What follows belongs to an exercise in optimizing a design on an open flow for small area, a short achievable clock period and few clock cycles per item; a production flow would make more cautious choices. Only simulation tests tie the RTL to the original design; equivalence was not proved.

--- config.mk ---
export PLATFORM = sky130hd
export DESIGN_NAME = raycast_floor_texel_mapper_unit
export DESIGN_NICKNAME = raycast_floor_texel_mapper_unit
export VERILOG_FILES = /design/flow/design.v
export SDC_FILE = /design/flow/constraint.sdc
export NUM_CORES = 4
export LEC_CHECK = 0
export CAP_MARGIN = 20
export CORE_MARGIN = 2
export CORE_UTILIZATION = 45
export CTS_BUF_LIST = sky130_fd_sc_hd__clkbuf_16
export CTS_CLUSTER_DIAMETER = 70
export CTS_CLUSTER_SIZE = 22
export PLACE_DENSITY = 0.6
export SLEW_MARGIN = 20
--- constraint.sdc ---
create_clock -name core_clock -period 5.0 [get_ports {clock}]
set_input_delay 1.0000 -clock core_clock [delete_from_list [all_inputs] [get_ports {clock}]]
set_output_delay 1.0000 -clock core_clock [all_outputs]
set_load 0.01 [all_outputs]
--- design.v ---
module rfm_csa #(
   parameter int N = 3,
   parameter int W = 8
) (
   input  logic [N-1:0][W-1:0] rows,
   output logic [W-1:0]        s,
   output logic [W-1:0]        c
);
   function automatic int rows_after(input int n0, input int lev);
      int n;
      n = n0;
      for (int i = 0; i < 16; i++)
         if (i < lev && n > 2)
            n = (n / 3) * 2 + n % 3;
      rows_after = n;
   endfunction
   function automatic int levels(input int n0);
      int n, l;
      n = n0;
      l = 0;
      for (int i = 0; i < 16; i++)
         if (n > 2) begin
            n = (n / 3) * 2 + n % 3;
            l = l + 1;
         end
      levels = l;
   endfunction
   localparam int L = levels(N);
   logic [L:0][N-1:0][W-1:0] t;
   assign t[0] = rows;
   for (genvar l = 0; l < L; l++) begin : g_lev
      localparam int NI = rows_after(N, l);
      localparam int NG = NI / 3;
      localparam int NO = rows_after(N, l + 1);
      for (genvar g = 0; g < NG; g++) begin : g_fa
         logic [W-1:0] a, b, d, m;
         assign a = t[l][3*g];
         assign b = t[l][3*g+1];
         assign d = t[l][3*g+2];
         assign m = (a & b) | (a & d) | (b & d);
         assign t[l+1][2*g]   = a ^ b ^ d;
         assign t[l+1][2*g+1] = {m[W-2:0], 1'b0};
      end
      for (genvar r = 3 * NG; r < NI; r++) begin : g_pass
         assign t[l+1][2*NG+r-3*NG] = t[l][r];
      end
      for (genvar r = NO; r < N; r++) begin : g_zero
         assign t[l+1][r] = '0;
      end
   end
   assign s = t[L][0];
   assign c = (N > 1) ? t[L][1] : '0;
endmodule
module raycast_floor_texel_mapper_unit (
   input  logic        clock,
   input  logic        reset,
   input  logic        req_valid,
   output logic        req_ready,
   input  logic        req_func,
   input  logic [9:0]  req_column,
   input  logic [9:0]  req_start_row,
   input  logic        req_side,
   input  logic [1:0]  req_dir_x_sign,
   input  logic [1:0]  req_dir_y_sign,
   input  logic [5:0]  req_map_x,
   input  logic [5:0]  req_map_y,
   input  logic [15:0] req_wall_frac,
   input  logic [23:0] req_wall_dist,
   output logic        rsp_valid,
   input  logic        rsp_ready,
   output logic [9:0]  rsp_out_column,
   output logic [9:0]  rsp_floor_row,
   output logic [10:0] rsp_sky_row,
   output logic [9:0]  rsp_tex_x,
   output logic [9:0]  rsp_tex_y,
   output logic        rsp_last,
   input  logic        csr_we,
   input  logic [2:0]  csr_index,
   input  logic [21:0] csr_wdata
);
   localparam int N1 = 14;    
   localparam int N2 = 18;    
   localparam logic [N1-1:0] CUT1 = 14'h3FFF;
   localparam logic [N2-1:0] CUT2 = 18'h3FFFF;
   logic [10:0] screen_rows_ff;
   logic [21:0] cam_x_ff, cam_y_ff;
   logic [10:0] tex_width_ff, tex_height_ff;
   logic [10:0] h;
   logic [11:0] h3_ff;          
   logic [1:0][23:0] sl_dist;
   logic [1:0][22:0] sl_px, sl_py;
   logic [1:0][9:0]  sl_col, sl_y0;
   logic [1:0][9:0]  sl_row;      
   logic [1:0]       sl_fresh;    
   logic        live_ff, slot_ff;
   logic [10:0] y_ff;           
   logic        accept, setup_go, row_go, n_issue;
   logic [10:0] y, y_next;
   logic        row_ok;
   logic        blocked;
   logic        rp_active, rp_slot;
   logic [9:0]  rp_row;
   logic        rp_end;
   logic        arrive, out_free, drop_now, load;
   logic        iss_v, iss_tag;
   logic [10:0] iss_y;
   logic [11:0] d_val;
   logic        rsp_valid_ff;
   logic [9:0]  rsp_column_ff, rsp_row_ff, rsp_tx_ff, rsp_ty_ff;
   logic [10:0] rsp_sky_ff;
   logic        rsp_last_ff;
   assign h = (screen_rows_ff > 11'd1024) ? 11'd1024 : screen_rows_ff;
   always_ff @(posedge clock) begin
      if (reset) begin
         screen_rows_ff <= 11'd480;
         h3_ff          <= 12'd1440;
         cam_x_ff       <= '0;
         cam_y_ff       <= '0;
         tex_width_ff   <= 11'd64;
         tex_height_ff  <= 11'd64;
      end else if (csr_we) begin
         case (csr_index)
            3'd0: begin
               screen_rows_ff <= csr_wdata[10:0];
               h3_ff          <= (csr_wdata[10:0] > 11'd1024) ? 12'd3072
                               : {1'b0, csr_wdata[10:0]} + {csr_wdata[10:0], 1'b0};
            end
            3'd1: cam_x_ff       <= csr_wdata;
            3'd2: cam_y_ff       <= csr_wdata;
            3'd3: tex_width_ff   <= csr_wdata[10:0];
            3'd4: tex_height_ff  <= csr_wdata[10:0];
            default: ;
         endcase
      end
   end
   assign req_ready = !rp_active && (req_func || !blocked);
   assign accept    = req_valid && req_ready && !reset;
   assign setup_go  = accept && (req_func == 1'b0);
   assign row_go    = accept && (req_func == 1'b1) && live_ff;
   assign y         = y_ff;
   assign y_next    = y_ff + 11'd1;
   assign row_ok    = y < h;
   assign n_issue   = row_go && row_ok;
   assign rp_end    = rp_row == (rp_slot ? sl_row[1] : sl_row[0]);
   assign iss_v     = rp_active || n_issue;
   assign iss_tag   = rp_active ? rp_slot : slot_ff;
   assign iss_y     = rp_active ? {1'b0, rp_row} : y;
   assign d_val     = {iss_y, 1'b0} - {1'b0, h};
   always_ff @(posedge clock) begin
      if (reset) begin
         live_ff   <= 1'b0;
         rp_active <= 1'b0;
         slot_ff   <= 1'b0;
      end else begin
         if (setup_go) begin
            slot_ff            <= !slot_ff;
            sl_row[!slot_ff]   <= req_start_row;
            y_ff               <= {1'b0, req_start_row} + 11'd1;
            sl_fresh[!slot_ff] <= 1'b1;
            live_ff            <= ({1'b0, req_start_row} + 11'd1) < h;
         end else if (row_go) begin
            if (!row_ok) begin
               live_ff <= 1'b0;
            end else begin
               sl_row[slot_ff]   <= y[9:0];
               y_ff              <= y_next;
               sl_fresh[slot_ff] <= 1'b0;
               if (y_next >= h)
                  live_ff <= 1'b0;
            end
         end
         if (drop_now) begin
            rp_active <= 1'b1;
            rp_slot   <= t1_tag;
            rp_row    <= out_y;
         end else if (rp_active) begin
            if (!rp_end) begin
               rp_row <= rp_row + 10'd1;
            end else if (rp_slot != slot_ff && !sl_fresh[slot_ff]) begin
               rp_slot <= slot_ff;
               rp_row  <= slot_ff ? sl_y0[1] : sl_y0[0];
            end else begin
               rp_active <= 1'b0;
            end
         end
      end
   end
   always_ff @(posedge clock) begin
      if (setup_go) begin
         sl_dist[!slot_ff]  <= req_wall_dist;
         sl_col[!slot_ff]   <= req_column;
         sl_y0[!slot_ff]    <= req_start_row + 10'd1;
         if (req_side == 1'b0 && req_dir_x_sign == 2'd1) begin
            sl_px[!slot_ff] <= {1'b0, req_map_x, 16'b0};
            sl_py[!slot_ff] <= {1'b0, req_map_y, req_wall_frac};
         end else if (req_side == 1'b0 && req_dir_x_sign == 2'd2) begin
            sl_px[!slot_ff] <= {{1'b0, req_map_x} + 7'd1, 16'b0};
            sl_py[!slot_ff] <= {1'b0, req_map_y, req_wall_frac};
         end else if (req_side == 1'b1 && req_dir_y_sign == 2'd1) begin
            sl_px[!slot_ff] <= {1'b0, req_map_x, req_wall_frac};
            sl_py[!slot_ff] <= {1'b0, req_map_y, 16'b0};
         end else begin
            sl_px[!slot_ff] <= {1'b0, req_map_x, req_wall_frac};
            sl_py[!slot_ff] <= {{1'b0, req_map_y} + 7'd1, 16'b0};
         end
      end
   end
   logic       i_v, i_tag;
   logic [9:0] i_d;
   logic [11:0] i_d3;
   always_ff @(posedge clock) begin
      if (reset || drop_now) begin
         i_v <= 1'b0;
      end else begin
         i_v <= iss_v;
      end
   end
   always_ff @(posedge clock) begin
      i_tag   <= iss_tag;
      i_d     <= (d_val[11] || d_val == '0) ? 10'd0 : d_val[9:0];
      i_d3    <= (d_val[11] || d_val == '0) ? 12'd0 : 12'({iss_y, 2'b00} + {iss_y, 1'b0} - {1'b0, h3_ff});
   end
   logic [N1:0]        a1_v, a1_tag;
   logic [N1:0][9:0]   a1_d, a1_r;
   logic [N1:0][11:0]  a1_d3;           
   logic [N1:0][27:0]  a1_q;
   logic [N1:0]        a1_b0, a1_b1;    
   logic [27:0]        num1;
   assign num1 = {1'b0, h, 16'b0};
   assign a1_v[0]     = i_v;
   assign a1_tag[0]   = i_tag;
   assign a1_d[0]     = i_d;
   assign a1_d3[0]    = i_d3;
   assign a1_r[0]     = '0;
   assign a1_q[0]     = '0;
   assign a1_b0[0]    = 1'b0;
   assign a1_b1[0]    = 1'b0;
   for (genvar k = 0; k < N1; k++) begin : g_div1
      localparam logic [9:0] MASK_IN  = (k >= 5) ? 10'h3FF : 10'((1 << (2 * k)) - 1);
      localparam logic [9:0] MASK_OUT = (k >= 4) ? 10'h3FF : 10'((1 << (2 * k + 2)) - 1);
      logic [11:0] trial;
      logic [12:0] t1, t2, t3;
      logic [9:0]  r_n;
      logic [1:0]  q_n;
      assign trial = {a1_r[k] & MASK_IN, num1[27-2*k -: 2]};
      assign t1    = {1'b0, trial} - {3'b000, a1_d[k]};
      assign t2    = {1'b0, trial} - {2'b00, a1_d[k], 1'b0};
      assign t3    = {1'b0, trial} - {1'b0, a1_d3[k]};
      always_comb begin
         if (!t3[12]) begin
            q_n = 2'd3;
            r_n = t3[9:0];
         end else if (!t2[12]) begin
            q_n = 2'd2;
            r_n = t2[9:0];
         end else if (!t1[12]) begin
            q_n = 2'd1;
            r_n = t1[9:0];
         end else begin
            q_n = 2'd0;
            r_n = trial[9:0];
         end
      end
      if (CUT1[k]) begin : g_reg
         logic        v, tag;
         logic [9:0]  d, r;
         logic [11:0] d3;
         logic [27:0] q;
         always_ff @(posedge clock) begin
            if (reset || drop_now) begin
               v <= 1'b0;
            end else begin
               v <= a1_v[k];
            end
         end
         always_ff @(posedge clock) begin
            begin
               tag   <= a1_tag[k];
               d     <= a1_d[k];
               d3    <= a1_d3[k];
               r     <= r_n & MASK_OUT;
               q     <= {a1_q[k][25:0], q_n};
            end
         end
         assign a1_v[k+1]     = v;
         assign a1_tag[k+1]   = tag;
         assign a1_d[k+1]     = d;
         assign a1_d3[k+1]    = d3;
         assign a1_r[k+1]     = r;
         assign a1_q[k+1]     = q;
         assign a1_b0[k+1]    = a1_v[k] && !a1_tag[k];
         assign a1_b1[k+1]    = a1_v[k] && a1_tag[k];
      end else begin : g_wire
         assign a1_v[k+1]     = a1_v[k];
         assign a1_tag[k+1]   = a1_tag[k];
         assign a1_d[k+1]     = a1_d[k];
         assign a1_d3[k+1]    = a1_d3[k];
         assign a1_r[k+1]     = r_n & MASK_OUT;
         assign a1_q[k+1]     = {a1_q[k][25:0], q_n};
         assign a1_b0[k+1]    = 1'b0;
         assign a1_b1[k+1]    = 1'b0;
      end
   end
   logic [N2:0]        a2_v, a2_tag, a2_ntag, a2_sat, a2_x;    
   logic [N2:0][23:0]  a2_r;
   logic [N2:0][17:0]  a2_q;
   logic [N2:0]        a2_b0, a2_b1;
   logic [27:0]        dist1;
   logic [25:0]        sat_dif;
   assign dist1       = a1_q[N1];
   logic               sat1_ff;
   assign sat_dif     = {1'b0, a1_q[N1-1][24:0]} - {2'b00, a1_tag[N1-1] ? sl_dist[1] : sl_dist[0]};
   always_ff @(posedge clock)
      sat1_ff <= !sat_dif[25];
   assign a2_v[0]     = a1_v[N1];
   assign a2_tag[0]   = a1_tag[N1];
   assign a2_ntag[0]  = !a1_tag[N1];
   assign a2_sat[0]   = sat1_ff;
   assign a2_r[0]     = dist1[25:2];
   assign a2_q[0]     = '0;
   assign a2_x[0]     = dist1[0];
   assign a2_b0[0]    = 1'b0;
   assign a2_b1[0]    = 1'b0;
   for (genvar k = 0; k < N2; k++) begin : g_div2
      logic [23:0] dv;
      logic [24:0] trial;
      logic [25:0] t1;
      logic [23:0] r_n;
      logic        q_n;
      assign dv    = {a2_ntag[k] ? sl_dist[0][23:12] : sl_dist[1][23:12],
                      a2_tag[k] ? sl_dist[1][11:0] : sl_dist[0][11:0]};
      assign trial = {a2_r[k], (k == 0) ? dist1[1] : (k == 1) ? a2_x[k] : 1'b0};
      assign t1    = {1'b0, trial} - {2'b00, dv};
      assign q_n   = !t1[25];
      assign r_n   = q_n ? t1[23:0] : trial[23:0];
      if (CUT2[k]) begin : g_reg
         logic        v, tag, ntag, sat, x;
         logic [23:0] r;
         logic [17:0] q;
         always_ff @(posedge clock) begin
            if (reset || drop_now) begin
               v <= 1'b0;
            end else begin
               v <= a2_v[k];
            end
         end
         always_ff @(posedge clock) begin
            begin
               tag   <= a2_tag[k];
               ntag  <= a2_ntag[k];
               sat   <= a2_sat[k];
               x     <= a2_x[k];
               r     <= r_n;
               q     <= {a2_q[k][16:0], a2_sat[k] || q_n};
            end
         end
         assign a2_v[k+1]     = v;
         assign a2_tag[k+1]   = tag;
         assign a2_ntag[k+1]  = ntag;
         assign a2_sat[k+1]   = sat;
         assign a2_x[k+1]     = x;
         assign a2_r[k+1]     = r;
         assign a2_q[k+1]     = q;
         assign a2_b0[k+1]    = a2_v[k] && !a2_tag[k];
         assign a2_b1[k+1]    = a2_v[k] && a2_tag[k];
      end else begin : g_wire
         assign a2_v[k+1]     = a2_v[k];
         assign a2_tag[k+1]   = a2_tag[k];
         assign a2_ntag[k+1]  = a2_ntag[k];
         assign a2_sat[k+1]   = a2_sat[k];
         assign a2_x[k+1]     = a2_x[k];
         assign a2_r[k+1]     = r_n;
         assign a2_q[k+1]     = {a2_q[k][16:0], a2_sat[k] || q_n};
         assign a2_b0[k+1]    = 1'b0;
         assign a2_b1[k+1]    = 1'b0;
      end
   end
   logic [17:0]      w;
   logic [1:0][31:0] dm1, dm3;
   logic [1:0][21:0] csel;
   logic [1:0][31:0] l1_s_n, l1_c_n;
   logic [1:0][23:0] dpick;
   logic [1:0][25:0] dpick3;
   assign w         = a2_q[N2];
   logic [1:0][22:0] ppick;
   logic [1:0][23:0] dpre;
   assign ppick[0] = a2_tag[N2-2] ? sl_px[1] : sl_px[0];
   assign ppick[1] = a2_tag[N2-2] ? sl_py[1] : sl_py[0];
   always_ff @(posedge clock) begin
      for (int ax = 0; ax < 2; ax++) begin
         dpre[ax]   <= {1'b0, ppick[ax]} - {2'b00, csel[ax]};
         dpick[ax]  <= dpre[ax];
         dpick3[ax] <= {{2{dpre[ax][23]}}, dpre[ax]} + {dpre[ax][23], dpre[ax], 1'b0};
      end
   end
   assign dm1[0]    = {{8{dpick[0][23]}}, dpick[0]};
   assign dm1[1]    = {{8{dpick[1][23]}}, dpick[1]};
   assign dm3[0]    = {{6{dpick3[0][25]}}, dpick3[0]};
   assign dm3[1]    = {{6{dpick3[1][25]}}, dpick3[1]};
   assign csel[0]   = cam_x_ff;
   assign csel[1]   = cam_y_ff;
   logic [1:0][8:0][31:0] lrows;
   for (genvar ax = 0; ax < 2; ax++) begin : g_lerp
      for (genvar i = 0; i < 9; i++) begin : g_digit
         logic [31:0] mult;
         always_comb begin
            case (w[2*i+1 -: 2])
               2'd0:    mult = 32'd0;
               2'd1:    mult = dm1[ax];
               2'd2:    mult = {dm1[ax][30:0], 1'b0};
               default: mult = dm3[ax];
            endcase
         end
         assign lrows[ax][i] = mult << (2 * i);
      end
      rfm_csa #(.N(9), .W(32)) u_csa (
         .rows (lrows[ax]),
         .s    (l1_s_n[ax]),
         .c    (l1_c_n[ax])
      );
   end
   logic             l1_v, l1_tag;
   logic [1:0][31:0] l1_s, l1_c;
   always_ff @(posedge clock) begin
      if (reset || drop_now) begin
         l1_v <= 1'b0;
      end else begin
         l1_v <= a2_v[N2];
      end
   end
   always_ff @(posedge clock) begin
      begin
         l1_tag   <= a2_tag[N2];
         l1_s     <= l1_s_n;
         l1_c     <= l1_c_n;
      end
   end
   logic [1:0][31:0] l2_sum;
   assign l2_sum[0] = l1_s[0] + l1_c[0] + {cam_x_ff[15:0], 16'b0};
   assign l2_sum[1] = l1_s[1] + l1_c[1] + {cam_y_ff[15:0], 16'b0};
   logic             l2_v, l2_tag;
   logic [1:0][15:0] l2_f;
   always_ff @(posedge clock) begin
      if (reset || drop_now) begin
         l2_v <= 1'b0;
      end else begin
         l2_v <= l1_v;
      end
   end
   always_ff @(posedge clock) begin
      begin
         l2_tag   <= l1_tag;
         l2_f[0]  <= l2_sum[0][31:16];
         l2_f[1]  <= l2_sum[1][31:16];
      end
   end
   logic [1:0][10:0] ssel;
   logic [1:0][25:0] t1_s_n, t1_c_n;
   assign ssel[0] = tex_width_ff;
   assign ssel[1] = tex_height_ff;
   logic [1:0][10:0][25:0] trows;
   for (genvar ax = 0; ax < 2; ax++) begin : g_tex
      for (genvar j = 0; j < 11; j++) begin : g_row
         assign trows[ax][j] = ssel[ax][j] ? (26'(l2_f[ax]) << j) : 26'd0;
      end
      rfm_csa #(.N(11), .W(26)) u_csa (
         .rows (trows[ax]),
         .s    (t1_s_n[ax]),
         .c    (t1_c_n[ax])
      );
   end
   logic             t1_v, t1_tag;
   logic [1:0][25:0] t1_s, t1_c;
   always_ff @(posedge clock) begin
      if (reset || drop_now) begin
         t1_v <= 1'b0;
      end else begin
         t1_v <= l2_v;
      end
   end
   always_ff @(posedge clock) begin
      begin
         t1_tag   <= l2_tag;
         t1_s     <= t1_s_n;
         t1_c     <= t1_c_n;
      end
   end
   logic [1:0][25:0] t2_sum;
   assign t2_sum[0] = t1_s[0] + t1_c[0];
   assign t2_sum[1] = t1_s[1] + t1_c[1];
   logic busy0_ff, busy1_ff, busy0_n, busy1_n;
   assign busy0_n = (iss_v && !iss_tag) || (|a1_b0) || (|a2_b0)
                 || (a2_v[N2] && !a2_tag[N2]) || (l1_v && !l1_tag) || (l2_v && !l2_tag);
   assign busy1_n = (iss_v && iss_tag) || (|a1_b1) || (|a2_b1)
                 || (a2_v[N2] && a2_tag[N2]) || (l1_v && l1_tag) || (l2_v && l2_tag);
   always_ff @(posedge clock) begin
      if (reset || drop_now) begin
         busy0_ff <= 1'b0;
         busy1_ff <= 1'b0;
      end else begin
         busy0_ff <= busy0_n;
         busy1_ff <= busy1_n;
      end
   end
   assign blocked = slot_ff ? busy0_ff : busy1_ff;
   logic [9:0] out_y;
   logic       out_none, out_tag, t1_first;
   assign t1_first = out_none || (t1_tag != out_tag);
   assign out_y    = t1_first ? (t1_tag ? sl_y0[1] : sl_y0[0]) : rsp_row_ff + 10'd1;
   assign arrive   = t1_v;
   assign out_free = !rsp_valid_ff || rsp_ready;
   assign drop_now = arrive && !out_free;
   assign load     = arrive && out_free;
   always_ff @(posedge clock) begin
      if (reset) begin
         rsp_valid_ff <= 1'b0;
      end else if (load) begin
         rsp_valid_ff <= 1'b1;
      end else if (rsp_ready) begin
         rsp_valid_ff <= 1'b0;
      end
   end
   always_ff @(posedge clock) begin
      if (reset) begin
         out_none <= 1'b1;
      end else if (load) begin
         out_none <= 1'b0;
      end else if (setup_go && (slot_ff != out_tag)) begin
         out_none <= 1'b1;
      end
   end
   always_ff @(posedge clock) begin
      if (load) begin
         out_tag       <= t1_tag;
         rsp_column_ff <= t1_tag ? sl_col[1] : sl_col[0];
         rsp_row_ff    <= out_y;
         rsp_sky_ff    <= h - {1'b0, out_y};
         rsp_last_ff   <= ({1'b0, out_y} + 11'd1) >= h;
         rsp_tx_ff     <= t2_sum[0][25:16];
         rsp_ty_ff     <= t2_sum[1][25:16];
      end
   end
   assign rsp_valid      = rsp_valid_ff;
   assign rsp_out_column = rsp_column_ff;
   assign rsp_floor_row  = rsp_row_ff;
   assign rsp_sky_row    = rsp_sky_ff;
   assign rsp_tex_x      = rsp_tx_ff;
   assign rsp_tex_y      = rsp_ty_ff;
   assign rsp_last       = rsp_last_ff;
endmodule
--- run.sh ---
#!/bin/bash
# synth_recipe.tcl (not shown) runs the flow's synth.tcl, then flattens the netlist and writes it again
# the make line also repeats each setting of config.mk as NAME=value (left out here)
make -C /OpenROAD-flow-scripts/flow DESIGN_CONFIG=/design/flow/config.mk WORK_HOME=/design/flow/orfs CLKGATE_MAP_FILE= SYNTH_SCRIPT=/design/flow/synth_recipe.tcl finish
==> impl_metrics.py, run 1 <==
metrics = {
    "detailed_routing": {
        "via_per_inst": 5.63,
        "wl_met3_um": 26300,
        "first_pass_iters": 6,
        "drtAntennaViolNets": 0,
        "drc": 0,
        "wl_met1_um": 170000,
        "drt_iter0_drc": 6469,
        "wl_per_cell_um": 22.0,
        "totalWireLength_um": 373000,
        "highest_layer": "met5",
        "vias": 95400,
        "dr_wl_met2_um": 164000,
    },
    "worst_setup_path": {
        "slowest_delay_ns": 0.99,
        "cpMaxStageDelayCell": "dfxtp_1",
        "start_kind": "register",
        "crit_path_max_fanout": 34,
        "path_cells": "mux2i_1 -> ha_1 -> and2_1 -> a221oi_1 -> o21ai_0 -> a311oi_1 -> a211oi_1 -> o21a_1 -> o31a_1 -> nor3_4 -> buf_12 -> mux2_2",
        "cp_data_arrival_time_ns": 5.43,
        "critPathCaptureType": "register",
        "worstSetupPathType": "reg2reg",
        "crit_required_ns": 5.76,
    },
    "finish": {
        "drive_above_1_share_pct": 10.9,
        "layout_common_cells": "1,739 x dfxtp_1, 1,161 x ha_1, 1,142 x inv_1, 838 x nand2_1, 685 x a21oi_1",
        "nets": 14900,
        "area_delta_synth_final_pct": 9.26,
        "layout_commonest_cell": "dfxtp_1",
    },
    "synth": {
        "synth.cell_area_um2": 130000,
        "synth.distinct_cells": 99,
        "synth_seq_cells": 2033,
        "synthFlopType": "dfxtp_1",
        "async_reset_ff_share_pct": 0,
        "syn_area_per_cell_um2": 9.94,
        "yosysSeqAreaShare_pct": 33.5,
        "synth_warnings": 1,
        "synthCells": 13000,
        "synth_edf_count": 277,
        "synthesis.nets": 14900,
    },
    "clock_network": {
        "cts.hold.buffers_added": 0,
        "clockRootBuffer": "clkbuf_16",
        "cts_inserted_buffers": 160,
        "cts_tree": "built",
        "cts_sinks": 2033,
        "cts_setup_buffers": 0,
        "htree_levels": 4,
        "clk_pin_slew_ns": 0.08,
        "cts_resized": 0,
        "cts.path.max_buffers": 4,
        "clock_latency_ns": 0.91,
    },
    "die": {
        "start_util_pct": 45.1,
        "core_area_um2": 287000,
        "io_pins": 162,
        "dieHeight_um": 541,
        "fp.dieW_um": 541,
        "row_count": 197,
        "die-area_um2": 292000,
    },
    "placed_design": {
        "dp_slack_ns": 0.338,
        "gp_congestion": 0.921,
        "io_buffers": 161,
        "dp_hpwl_um": 285000,
    },
    "sta": {
        "clock_skew_ns": 0.0617,
        "rsz0062_at_grt": "false",
        "worst_pin_slew_ns": 1.06,
        "slew_headroom_pct": 29.2,
        "min_period_ns": 4.67,
        "min_period_over_period_pct": 93.3,
        "tns_ns": 0,
        "layout_setup_ws_ns": 0.333,
        "setup_viol": 0,
        "fmaxAchievable_mhz": 214,
        "finalHoldViolations": 0,
        "slew_violations": 0,
    },
    "global_routing": {
        "grt_pass1_wl_um": 571000,
        "overflow": 0,
        "track_usage_pct": 24.9,
        "antenna_found_initial": 26,
        "grt_max_degree": 99,
        "grt_pass1_vias": 96000,
    },
    "job": {
        "cap_violations": 0,
    },
    "min_path": {
        "hold_path_class": "reg2reg",
    },
    "outcome": {
        "status": "timing/DRC/antenna clean",
    },
}
## worst max-delay path, delay by kind of cell, from the launching register on
kind,cells,cell delay (ns)
compound gates,6,2.06
fa+ha+maj,1,0.29
flops,1,0.99
simple gates,2,0.34
mux,2,0.65
buf+inv,1,0.20
## registers in the layout, indices dropped and copies added (netlist names), 45 cells and up, named ones only
signal and cells:
g_div2.g_reg.r 408, a1_q 195, dpick 45, g_div2.g_reg.q 171
dpick3 51, sl_px 46, g_div1.g_reg.r 110, g_div1.g_reg.d 130
l1_s 52, dpre 48, sl_py 46, g_div1.g_reg.d3 156
l1_c 52
## path summary, 6_finish.rpt
kind | cells after the start | end | startpoint | slack, ns
setup reg to reg | 12 | g_div2[14].g_reg.r[1]$_DFF_P_ | g_div2[13].g_reg.tag$_DFF_P_ | 0.33
hold / removal | 0 | a1_q[377]$_DFF_P_ | a1_q[347]$_DFF_P_ | 0.27
hold reg to reg | 0 | a1_q[377]$_DFF_P_ | a1_q[347]$_DFF_P_ | 0.27
setup / recovery | 12 | g_div2[14].g_reg.r[1]$_DFF_P_ | g_div2[13].g_reg.tag$_DFF_P_ | 0.33
## per-stage QoR
step	utilization [%]	hold WS, ns	cells	instance area (um^2)
2_1_floorplan	-	0.310	13000	130000
3_3_place_gp	47.3	0.310	16700	136000
3_5_place_dp	47.3	0.312	16700	136000
4_1_cts	49.2	0.272	16900	142000
5_1_grt	49.3	0.288	16900	142000
6_report	49.3	0.270	17000	142000
## synth_stat cells (33+ instances only)
master / count / share of area (%)
nand2_1: 838 / 2.4
and3_1: 57 / 0.28
and2_1: 275 / 1.3
mux2i_1: 598 / 4.6
fa_1: 630 / 9.7
a22o_1: 254 / 1.7
xor2_1: 227 / 1.5
buf_1: 103 / 0.30
clkbuf_1: 440 / 1.3
nand3_1: 139 / 0.54
nor3_1: 184 / 0.71
nand4_1: 43 / 0.21
o21bai_1: 111 / 0.64
a21oi_1: 685 / 2.6
or3_1: 40 / 0.19
edfxtp_1: 277 / 6.4
o31ai_1: 33 / 0.19
a21boi_0: 62 / 0.36
nand2b_1: 126 / 0.61
a211oi_1: 55 / 0.32
mux2_4: 104 / 1.2
nor2b_1: 162 / 0.78
xnor2_1: 505 / 3.4
dfxtp_1: 1756 / 27
o211ai_1: 49 / 0.28
mux2_2: 624 / 5.4
o21a_1: 128 / 0.74
or2_2: 45 / 0.22
a22oi_1: 153 / 0.89
o22ai_1: 33 / 0.16
nor2_1: 652 / 1.9
a21o_1: 255 / 1.5
inv_1: 1135 / 3.3
o21ai_0: 560 / 2.2
ha_1: 1163 / 11
a31oi_1: 79 / 0.38
## final cells by class
type,count,area (um^2)
timing repair buffer,436,3910
antenna,10,25.0
multi-input combinational,9278,79600
fill,26300,146000
clock inverter,116,1400
tap,3781,4730
clock buffer,166,4150
inverter,1136,4270
sequential,2033,43500
## per-layer routing
metal  up-vias  track usage [%]
li1      45300                -
met3       638             4.84
met4        12             7.33
met5         -                0
met1     46500             34.5
met2      2939             39.3
## kinds of logic (layout without fill, tap and decap cells)
family,count (synthesis),count (layout),share of synthesized area [%]
AOI/OAI and AO/OA,2711,2711,13.9
xor gates and xnor gates,732,732,4.95
adders and majority gates,1795,1795,21.0
buffers and inverters,1734,1854,5.16
DFF,2033,2033,33.5
muxes,1346,1346,11.4
other,0,10,0
and+or+nand+nor,2694,2694,10.0
Testbench counts, summed over its fixed seeds: cycles 18,918, items 18,465.
==> inputs of run 2 (changes only) <==
--- a/design.v
+++ b/design.v
@@ -151,5 +151,4 @@
          live_ff   <= 1'b0;
          rp_active <= 1'b0;
-         slot_ff   <= 1'b0;
       end else begin
          if (setup_go) begin
@@ -302,5 +301,5 @@
       end
    end
-   logic [N2:0]        a2_v, a2_tag, a2_ntag, a2_sat, a2_x;    
+   logic [N2:0]        a2_v, a2_tag, a2_sat, a2_x;
    logic [N2:0][23:0]  a2_r;
    logic [N2:0][17:0]  a2_q;
@@ -315,5 +314,4 @@
    assign a2_v[0]     = a1_v[N1];
    assign a2_tag[0]   = a1_tag[N1];
-   assign a2_ntag[0]  = !a1_tag[N1];
    assign a2_sat[0]   = sat1_ff;
    assign a2_r[0]     = dist1[25:2];
@@ -328,6 +326,5 @@
       logic [23:0] r_n;
       logic        q_n;
-      assign dv    = {a2_ntag[k] ? sl_dist[0][23:12] : sl_dist[1][23:12],
-                      a2_tag[k] ? sl_dist[1][11:0] : sl_dist[0][11:0]};
+      assign dv    = a2_tag[k] ? sl_dist[1] : sl_dist[0];
       assign trial = {a2_r[k], (k == 0) ? dist1[1] : (k == 1) ? a2_x[k] : 1'b0};
       assign t1    = {1'b0, trial} - {2'b00, dv};
@@ -335,5 +332,5 @@
       assign r_n   = q_n ? t1[23:0] : trial[23:0];
       if (CUT2[k]) begin : g_reg
-         logic        v, tag, ntag, sat, x;
+         logic        v, tag, sat, x;
          logic [23:0] r;
          logic [17:0] q;
@@ -348,5 +345,4 @@
             begin
                tag   <= a2_tag[k];
-               ntag  <= a2_ntag[k];
                sat   <= a2_sat[k];
                x     <= a2_x[k];
@@ -357,5 +353,4 @@
          assign a2_v[k+1]     = v;
          assign a2_tag[k+1]   = tag;
-         assign a2_ntag[k+1]  = ntag;
          assign a2_sat[k+1]   = sat;
          assign a2_x[k+1]     = x;
@@ -367,5 +362,4 @@
          assign a2_v[k+1]     = a2_v[k];
          assign a2_tag[k+1]   = a2_tag[k];
-         assign a2_ntag[k+1]  = a2_ntag[k];
          assign a2_sat[k+1]   = a2_sat[k];
          assign a2_x[k+1]     = a2_x[k];
==> run 2 against run 1 <==
Compared with the run above: sequential share of layout area increased by 0.093 points; routed wire length decreased by 1.1%; cell count about the same; critical path type unchanged; critical endpoint is now g_div2[3].g_reg.r[15]$_DFF_P_.
==> impl_metrics.py, run 2 <==
metrics = {
    "outcome": {
        "status": "timing/DRC/antenna clean",
    },
    "die": {
        "dieHeight_um": 538,
        "start_util_pct": 45.3,
        "die-area_um2": 289000,
        "core_area_um2": 283000,
        "fp.dieW_um": 538,
        "io_pins": 162,
        "row_count": 195,
    },
    "detailed_routing": {
        "drtAntennaViolNets": 0,
        "wl_per_cell_um": 21.8,
        "drt_iter0_drc": 7204,
        "totalWireLength_um": 369000,
        "via_per_inst": 5.64,
        "drc": 0,
        "first_pass_iters": 8,
        "vias": 95500,
    },
    "synth": {
        "synth.cell_area_um2": 128000,
        "synth.largest_area_cell": "dfxtp_1",
        "synth_warnings": 1,
        "synthesis.nets": 15000,
        "netlist.area_leader.share_pct": 27.2,
        "ys_top_cells_by_count": "1,738 x dfxtp_1, 1,163 x ha_1, 1,120 x inv_1",
        "async_reset_ff_share_pct": 0,
        "synthCells": 13100,
        "synth_area_leaders": "dfxtp_1 27%, ha_1 11%, fa_1 9.8%",
        "syn_area_per_cell_um2": 9.81,
        "synthFlopType": "dfxtp_1",
        "yosysMostFrequentCell": "dfxtp_1",
        "synth_edf_count": 278,
        "synth_seq_cells": 2016,
        "synth.distinct_cells": 90,
        "yosysSeqAreaShare_pct": 33.7,
    },
    "sta": {
        "tns_ns": 0,
        "rsz0062_at_grt": "false",
        "clock_skew_ns": 0.0721,
        "slew_headroom_pct": 26.3,
        "layout_setup_ws_ns": 0.347,
        "min_period_ns": 4.65,
        "worst_pin_slew_ns": 1.11,
        "min_period_over_period_pct": 93.1,
        "slew_violations": 0,
        "fmaxAchievable_mhz": 215,
        "finalHoldViolations": 0,
        "setup_viol": 0,
    },
    "worst_setup_path": {
        "path_cells": "buf_4 -> mux2i_1 -> ha_1 -> and3_1 -> a2111oi_1 -> o31ai_1 -> o31ai_1 -> a21oi_1 -> o21ai_1 -> a21oi_1 -> a2111oi_4 -> buf_4 -> o21ai_0",
        "endpoint": "g_div2[3].g_reg.r[15]$_DFF_P_",
        "r2r-end": "g_div2[3].g_reg.r[15]$_DFF_P_",
        "slowest_delay_ns": 0.68,
        "crit_required_ns": 5.75,
        "reg2reg_slack_ns": 0.35,
        "start_kind": "register",
        "cpMaxStageDelayCell": "a2111oi_4",
        "crit_path_max_fanout": 13,
        "critPathCaptureType": "register",
        "cp_data_arrival_time_ns": 5.40,
        "rr_worst_depth": 13,
        "worstSetupPathType": "reg2reg",
    },
    "global_routing": {
        "overflow": 0,
        "antenna_found_initial": 24,
        "grt_pass1_vias": 95800,
        "track_usage_pct": 25.0,
        "grt_pass1_wl_um": 564000,
        "grt_max_degree": 95,
    },
    "clock_network": {
        "clockRootBuffer": "clkbuf_16",
        "cts_tree": "built",
        "cts_sinks": 2016,
        "cts_resized": 0,
        "cts.hold.buffers_added": 0,
        "cts_setup_buffers": 0,
        "cts.path.max_buffers": 4,
        "clock_latency_ns": 0.89,
        "cts_inserted_buffers": 157,
        "clk_pin_slew_ns": 0.09,
        "htree_levels": 4,
    },
    "finish": {
        "layout_common_cells": "1,722 x dfxtp_1, 1,161 x ha_1, 1,135 x inv_1, 917 x nand2_1, 721 x o21ai_0",
        "utilization_pct": 49.5,
        "largest_reg_flops": 408,
        "top_register": "g_div2.g_reg.r",
        "nFillCells": 25800,
        "nets": 15000,
        "layout_commonest_cell": "dfxtp_1",
        "area_delta_synth_final_pct": 9.36,
        "drive_above_1_share_pct": 9.78,
        "instances_no_fill": 16900,
    },
    "placed_design": {
        "dp_slack_ns": 0.513,
        "io_buffers": 161,
        "dp_hpwl_um": 282000,
        "gp_congestion": 0.923,
        "dp_cells": 16700,
    },
    "min_path": {
        "hold_path_class": "reg2reg",
    },
    "job": {
        "cap_violations": 0,
    },
}
run 2: changes by cell type in the layout (fill, tap and decap cells not counted), sizes merged, moves of 38 or more:
cell / change
and2: +49
nor2: -38
o21ai: +157
nand2: +79
mux2: -107
nor3: -65
run 2: cell type report:
cell class                      instances  area (um^2)  area share (%)
Clock inverter                        108         1220           0.870
Tap cell                             3743         4680            3.34
Sequential cell                      2016        43200            30.8
Inverter                             1123         4220            3.01
Clock buffer                          167         4180            2.98
Antenna cell                            9         22.5          0.0161
Timing Repair Buffer                  440         3920            2.80
Multi-Input combinational cell       9334        78700            56.2
run 2: how the worst min path moves through the flow:
stage / start / end / cells past startpoint
after floorplan: a1_q[84]$_SDFF_PN1_ / a1_q[114]$_DFF_P_ / 0
after global placement: g_div2[14].g_reg.q[14]$_DFF_P_ / g_div2[15].g_reg.q[15]$_DFF_P_ / 0
after detailed placement: a1_q[198]$_DFF_P_ / a1_q[228]$_DFF_P_ / 0
after CTS: a1_q[253]$_SDFF_PN1_ / a1_q[283]$_DFF_P_ / 0
after global routing: a1_q[253]$_SDFF_PN1_ / a1_q[283]$_DFF_P_ / 0
final: a1_q[253]$_SDFF_PN1_ / a1_q[283]$_DFF_P_ / 0
run 2: logic make-up (layout without fill, tap and decap cells):
logic type	Yosys count	after routing	synth area share, %
xor gates and xnor gates	715	715	4.89
DFF	2016	2016	33.7
other	0	9	0
and+or+nand+nor	2678	2678	9.96
muxes	1250	1250	10.4
buffers and inverters	1709	1838	5.07
adders and majority gates	1794	1794	21.2
AOI/OAI and AO/OA	2897	2897	14.8
run 2: worst max-delay path: cells and delay by family, from the launching register on:
family                   cells  cell delay (ns)
adder cells (fa/ha/maj)      1             0.33
multiplexers                 1             0.20
flip-flops                   1             0.53
AND/OR/NAND/NOR              1             0.19
AO/OA/AOI/OAI                8             2.70
buffers and inverters        2             0.55
run 2: per-layer routing:
metal  share of wire, %  vias up  global-route usage [%]
met3                7.0      689                    4.74
met4                3.2       16                    7.97
li1                   -    45300                       -
met1                 46    46500                    34.4
met5              0.097        -                       0
met2                 44     3005                    39.5
run 2: stage by stage:
step	instance area (um^2)	hold WS, ns
finish	140000	0.299
global route	140000	0.304
CTS	140000	0.294
detailed placement	135000	0.312
global placement	135000	0.310
floorplan	128000	0.310
Testbench counts of run 2, summed over its fixed seeds: cycles 18,918, items 18,465.
==> inputs of run 3 (changes only) <==
--- a/design.v
+++ b/design.v
@@ -87,5 +87,4 @@
    logic [10:0] tex_width_ff, tex_height_ff;
    logic [10:0] h;
-   logic [11:0] h3_ff;          
    logic [1:0][23:0] sl_dist;
    logic [1:0][22:0] sl_px, sl_py;
@@ -114,5 +113,4 @@
       if (reset) begin
          screen_rows_ff <= 11'd480;
-         h3_ff          <= 12'd1440;
          cam_x_ff       <= '0;
          cam_y_ff       <= '0;
@@ -121,9 +119,5 @@
       end else if (csr_we) begin
          case (csr_index)
-            3'd0: begin
-               screen_rows_ff <= csr_wdata[10:0];
-               h3_ff          <= (csr_wdata[10:0] > 11'd1024) ? 12'd3072
-                               : {1'b0, csr_wdata[10:0]} + {csr_wdata[10:0], 1'b0};
-            end
+            3'd0: screen_rows_ff <= csr_wdata[10:0];
             3'd1: cam_x_ff       <= csr_wdata;
             3'd2: cam_y_ff       <= csr_wdata;
@@ -151,4 +145,5 @@
          live_ff   <= 1'b0;
          rp_active <= 1'b0;
+         slot_ff   <= 1'b0;
       end else begin
          if (setup_go) begin
@@ -207,5 +202,4 @@
    logic       i_v, i_tag;
    logic [9:0] i_d;
-   logic [11:0] i_d3;
    always_ff @(posedge clock) begin
       if (reset || drop_now) begin
@@ -218,9 +212,7 @@
       i_tag   <= iss_tag;
       i_d     <= (d_val[11] || d_val == '0) ? 10'd0 : d_val[9:0];
-      i_d3    <= (d_val[11] || d_val == '0) ? 12'd0 : 12'({iss_y, 2'b00} + {iss_y, 1'b0} - {1'b0, h3_ff});
    end
    logic [N1:0]        a1_v, a1_tag;
    logic [N1:0][9:0]   a1_d, a1_r;
-   logic [N1:0][11:0]  a1_d3;           
    logic [N1:0][27:0]  a1_q;
    logic [N1:0]        a1_b0, a1_b1;    
@@ -230,5 +222,4 @@
    assign a1_tag[0]   = i_tag;
    assign a1_d[0]     = i_d;
-   assign a1_d3[0]    = i_d3;
    assign a1_r[0]     = '0;
    assign a1_q[0]     = '0;
@@ -245,5 +236,5 @@
       assign t1    = {1'b0, trial} - {3'b000, a1_d[k]};
       assign t2    = {1'b0, trial} - {2'b00, a1_d[k], 1'b0};
-      assign t3    = {1'b0, trial} - {1'b0, a1_d3[k]};
+      assign t3    = {1'b0, trial} - {3'b000, a1_d[k]} - {2'b00, a1_d[k], 1'b0};
       always_comb begin
          if (!t3[12]) begin
@@ -264,5 +255,4 @@
          logic        v, tag;
          logic [9:0]  d, r;
-         logic [11:0] d3;
          logic [27:0] q;
          always_ff @(posedge clock) begin
@@ -277,5 +267,4 @@
                tag   <= a1_tag[k];
                d     <= a1_d[k];
-               d3    <= a1_d3[k];
                r     <= r_n & MASK_OUT;
                q     <= {a1_q[k][25:0], q_n};
@@ -285,5 +274,4 @@
          assign a1_tag[k+1]   = tag;
          assign a1_d[k+1]     = d;
-         assign a1_d3[k+1]    = d3;
          assign a1_r[k+1]     = r;
          assign a1_q[k+1]     = q;
@@ -294,5 +282,4 @@
          assign a1_tag[k+1]   = a1_tag[k];
          assign a1_d[k+1]     = a1_d[k];
-         assign a1_d3[k+1]    = a1_d3[k];
          assign a1_r[k+1]     = r_n & MASK_OUT;
          assign a1_q[k+1]     = {a1_q[k][25:0], q_n};
@@ -302,5 +289,5 @@
    end
    logic [N2:0]        a2_v, a2_tag, a2_sat, a2_x;
-   logic [N2:0][23:0]  a2_r;
+   logic [N2:0][24:0]  a2_r;
    logic [N2:0][17:0]  a2_q;
    logic [N2:0]        a2_b0, a2_b1;
@@ -315,5 +302,5 @@
    assign a2_tag[0]   = a1_tag[N1];
    assign a2_sat[0]   = sat1_ff;
-   assign a2_r[0]     = dist1[25:2];
+   assign a2_r[0]     = {1'b0, dist1[25:2]};
    assign a2_q[0]     = '0;
    assign a2_x[0]     = dist1[0];
@@ -322,16 +309,15 @@
    for (genvar k = 0; k < N2; k++) begin : g_div2
       logic [23:0] dv;
-      logic [24:0] trial;
-      logic [25:0] t1;
-      logic [23:0] r_n;
+      logic [25:0] trial, dadd;
+      logic [24:0] r_n;
       logic        q_n;
       assign dv    = a2_tag[k] ? sl_dist[1] : sl_dist[0];
       assign trial = {a2_r[k], (k == 0) ? dist1[1] : (k == 1) ? a2_x[k] : 1'b0};
-      assign t1    = {1'b0, trial} - {2'b00, dv};
-      assign q_n   = !t1[25];
-      assign r_n   = q_n ? t1[23:0] : trial[23:0];
+      assign dadd  = a2_r[k][24] ? {2'b00, dv} : ~{2'b00, dv};
+      assign r_n   = 25'(trial + dadd + {25'd0, !a2_r[k][24]});
+      assign q_n   = !r_n[24];
       if (CUT2[k]) begin : g_reg
          logic        v, tag, sat, x;
-         logic [23:0] r;
+         logic [24:0] r;
          logic [17:0] q;
          always_ff @(posedge clock) begin
==> run 3 against run 2 <==
Compared with the run above: global-route usage decreased by 0.47 points; worst hold slack barely moved; area after synthesis is 2.8% lower; die area fell by 2.8%; first-iteration DRC count shrank 12%; cell count shrank 2.7%; non-clock buffer count decreased by 53; utilization is 0.34 points lower; cell area is 3.1% lower; via count shrank 3.8%.
==> impl_metrics.py, run 3 <==
metrics = {
    "worst_setup_path": {
        "start_kind": "register",
        "crit_required_ns": 5.77,
        "reg2reg_from": "screen_rows_ff[10]$_SDFFE_PP0P_",
        "critPathCaptureType": "register",
        "cp_data_arrival_time_ns": 5.37,
        "r2r-end": "g_div1[4].g_reg.r[2]$_DFF_P_",
        "worstSetupPathType": "reg2reg",
        "rr_worst_depth": 20,
        "crit_path_max_fanout": 14,
        "reg2reg_slack_ns": 0.40,
    },
    "placed_design": {
        "io_buffers": 161,
        "dp_slack_ns": 0.430,
        "dp_cells": 16200,
        "gp_congestion": 0.922,
        "dp_hpwl_um": 264000,
    },
    "detailed_routing": {
        "totalWireLength_um": 349000,
        "first_pass_iters": 6,
        "wl_per_cell_um": 21.2,
        "drc": 0,
        "drt_iter0_drc": 6345,
        "via_per_inst": 5.58,
        "drtAntennaViolNets": 0,
        "vias": 91900,
    },
    "finish": {
        "top_register": "g_div2.g_reg.r",
        "drive_above_1_share_pct": 9.02,
        "area_delta_synth_final_pct": 9.04,
        "layout_commonest_cell": "dfxtp_1",
        "nFillCells": 25300,
        "multi_input_area_um2": 78700,
        "instances_no_fill": 16500,
        "layout_common_cells": "1,561 x dfxtp_1, 1,154 x ha_1, 1,018 x inv_1, 963 x xnor2_1, 797 x nand2_1",
        "nets": 14500,
        "largest_reg_flops": 425,
        "seq_area_um2": 39900,
        "utilization_pct": 49.2,
    },
    "die": {
        "io_pins": 162,
        "start_util_pct": 45.1,
        "row_count": 193,
        "dieHeight_um": 530,
        "fp.dieW_um": 530,
        "core_area_um2": 276000,
        "die-area_um2": 281000,
    },
    "sta": {
        "min_period_ns": 4.60,
        "min_period_over_period_pct": 92.0,
        "slew_headroom_pct": 20.6,
        "tns_ns": 0,
        "layout_setup_ws_ns": 0.398,
        "clock_skew_ns": 0.0536,
        "slew_violations": 0,
        "rsz0062_at_grt": "false",
        "fmaxAchievable_mhz": 217,
        "finalHoldViolations": 0,
        "setup_viol": 0,
        "worst_pin_slew_ns": 1.19,
    },
    "min_path": {
        "whs_path_depth": 0,
        "hold_path_class": "reg2reg",
        "holdPathEnd": "a1_q[372]$_DFF_P_",
        "min_from": "a1_q[342]$_DFF_P_",
    },
    "synth": {
        "netlist.area_leader.share_pct": 25.3,
        "yosysSeqAreaShare_pct": 32.0,
        "syn_area_per_cell_um2": 9.82,
        "synth_seq_cells": 1853,
        "synthFlopType": "dfxtp_1",
        "synth.largest_area_cell": "dfxtp_1",
        "synth_top_family_by_area": "adder cells",
        "synth-xor-area-share_pct": 8.37,
        "synth.cell_area_um2": 125000,
        "synth_area_leaders": "dfxtp_1 25%, ha_1 12%, fa_1 10%",
        "synth.distinct_cells": 104,
        "synth_warnings": 1,
        "synth_edf_count": 277,
        "synthAdderAreaFrac_pct": 21.7,
        "synth-simple-area-share_pct": 9.59,
        "async_reset_ff_share_pct": 0,
        "synthCells": 12700,
        "synthMuxAreaShare_pct": 9.20,
        "synth_compound_area_share_pct": 14.3,
        "synthesis.nets": 14600,
        "yosysMostFrequentCell": "dfxtp_1",
        "ys_top_cells_by_count": "1,576 x dfxtp_1, 1,156 x ha_1, 1,008 x inv_1",
    },
    "global_routing": {
        "grt_max_degree": 97,
        "track_usage_pct": 24.5,
        "grt_pass1_wl_um": 543000,
        "overflow": 0,
        "grt_pass1_vias": 94200,
        "antenna_found_initial": 10,
    },
    "clock_network": {
        "cts.hold.buffers_added": 0,
        "cts_setup_buffers": 0,
        "cts_resized": 0,
        "clk_pin_slew_ns": 0.08,
        "cts_sinks": 1853,
        "cts.path.max_buffers": 4,
        "clock_latency_ns": 0.87,
        "cts_tree": "built",
        "htree_levels": 4,
        "cts_inserted_buffers": 153,
        "clockRootBuffer": "clkbuf_16",
    },
    "outcome": {
        "status": "timing/DRC/antenna clean",
    },
    "job": {
        "cap_violations": 0,
    },
}
==> run 3: area by class of cell <==
type,count,share of cell area [%]
multi-input combinational,9234,58.0
timing repair buffer,387,2.56
antenna,1,0.00184
sequential,1853,29.4
clock inverter,114,0.953
inverter,1026,2.84
tap,3705,3.41
clock buffer,157,2.89
==> run 3: stage by stage <==
stage / area, um^2 / hold WS [ns]
after floorplan: 125000 / 0.310
after global placement: 131000 / 0.310
after detailed placement: 131000 / 0.312
after CTS: 136000 / 0.306
after global routing: 136000 / 0.310
final: 136000 / 0.299
==> run 3: worst max-delay path, cell delays in order (launching register included) <==
cell and delay, ns:
dfxtp_1 0.34, inv_1 0.08, buf_4 0.27, nand2_1 0.09, buf_4 0.19, inv_1 0.18, ha_1 0.26, nor2b_1 0.13
o21ai_0 0.18, a21boi_0 0.14, o21ai_0 0.25, nor2b_1 0.21, xnor2_1 0.16, ha_1 0.30, inv_1 0.07, o21ai_0 0.13
a21oi_1 0.20, o21bai_1 0.13, a31oi_1 0.29, nand2b_1 0.49, mux2_2 0.39
==> run 3: cells by family (layout without fill, tap and decap cells) <==
kind of cell             after synthesis  in the layout
buffers and inverters               1597           1684
multiplexers                        1080           1080
XOR/XNOR                            1189           1189
flip-flops                          1853           1853
AND/OR/NAND/NOR                     2515           2515
adder cells (fa/ha/maj)             1783           1783
AO/OA/AOI/OAI                       2667           2667
other                                  0              1
==> run 3: worst max-delay path by stage <==
stage	end	slack, ns	from	cells past startpoint
after detailed placement	register	0.43	req_func	8
after floorplan	register	0.22	req_func	9
after global routing	g_div1[4].g_reg.r[2]$_DFF_P_	0.11	screen_rows_ff[10]$_SDFFE_PP0P_	20
after global placement	g_div1[4].g_reg.r[2]$_DFF_P_	0.47	screen_rows_ff[10]$_SDFFE_PP0P_	20
final	g_div1[4].g_reg.r[2]$_DFF_P_	0.40	screen_rows_ff[10]$_SDFFE_PP0P_	20
after CTS	g_div1[4].g_reg.r[2]$_DFF_P_	0.45	screen_rows_ff[10]$_SDFFE_PP0P_	20
==> run 3: layer usage <==
layer / wire length [um] / global-route usage [%] / up-vias / share of wire, %
met1: 154000 / 32.2 / 45000 / 44
met5: 26 / 0 / - / 0.0074
met3: 18900 / 3.10 / 638 / 5.4
met2: 163000 / 41.3 / 2603 / 47
met4: 13100 / 8.63 / 4 / 3.7
li1: - / - / 43700 / -
Testbench counts of run 3, summed over its fixed seeds: cycles 18,918, items 18,465.

## separate check: timing with driven ports
In the flow no input, the clock included, has a driving cell. The finished layouts below were timed again as built, in two steps.
Step 1: set_driving_cell puts a clkbuf_16 on clock and a buf_2 on each other input, an assumption about the parent block.
Step 2 also shifts input and output timing later by t, the mid clock arrival at the registers, as if the neighbouring blocks saw the same clock.
Slacks: no drivers / after step 1 / after step 2; pairs: no drivers / after step 1.
| run | t (ns) | setup WS [ns] | hold WS [ns] |
|---|---|---|---|
| run 1 | 0.974 | 0.333 / 0.333 / 0.333 | 0.270 / 0.270 / 0.270 |
| run 2 | 0.954 | 0.347 / 0.347 / 0.338 | 0.299 / 0.299 / 0.299 |
| run 3 | 0.958 | 0.398 / 0.398 / 0.368 | 0.299 / 0.299 / 0.299 |
After both steps every run listed still meets setup and hold. The setup slack of run 3, which loses most, moves by 0.000 ns with the drivers and by -0.030 ns with both steps.
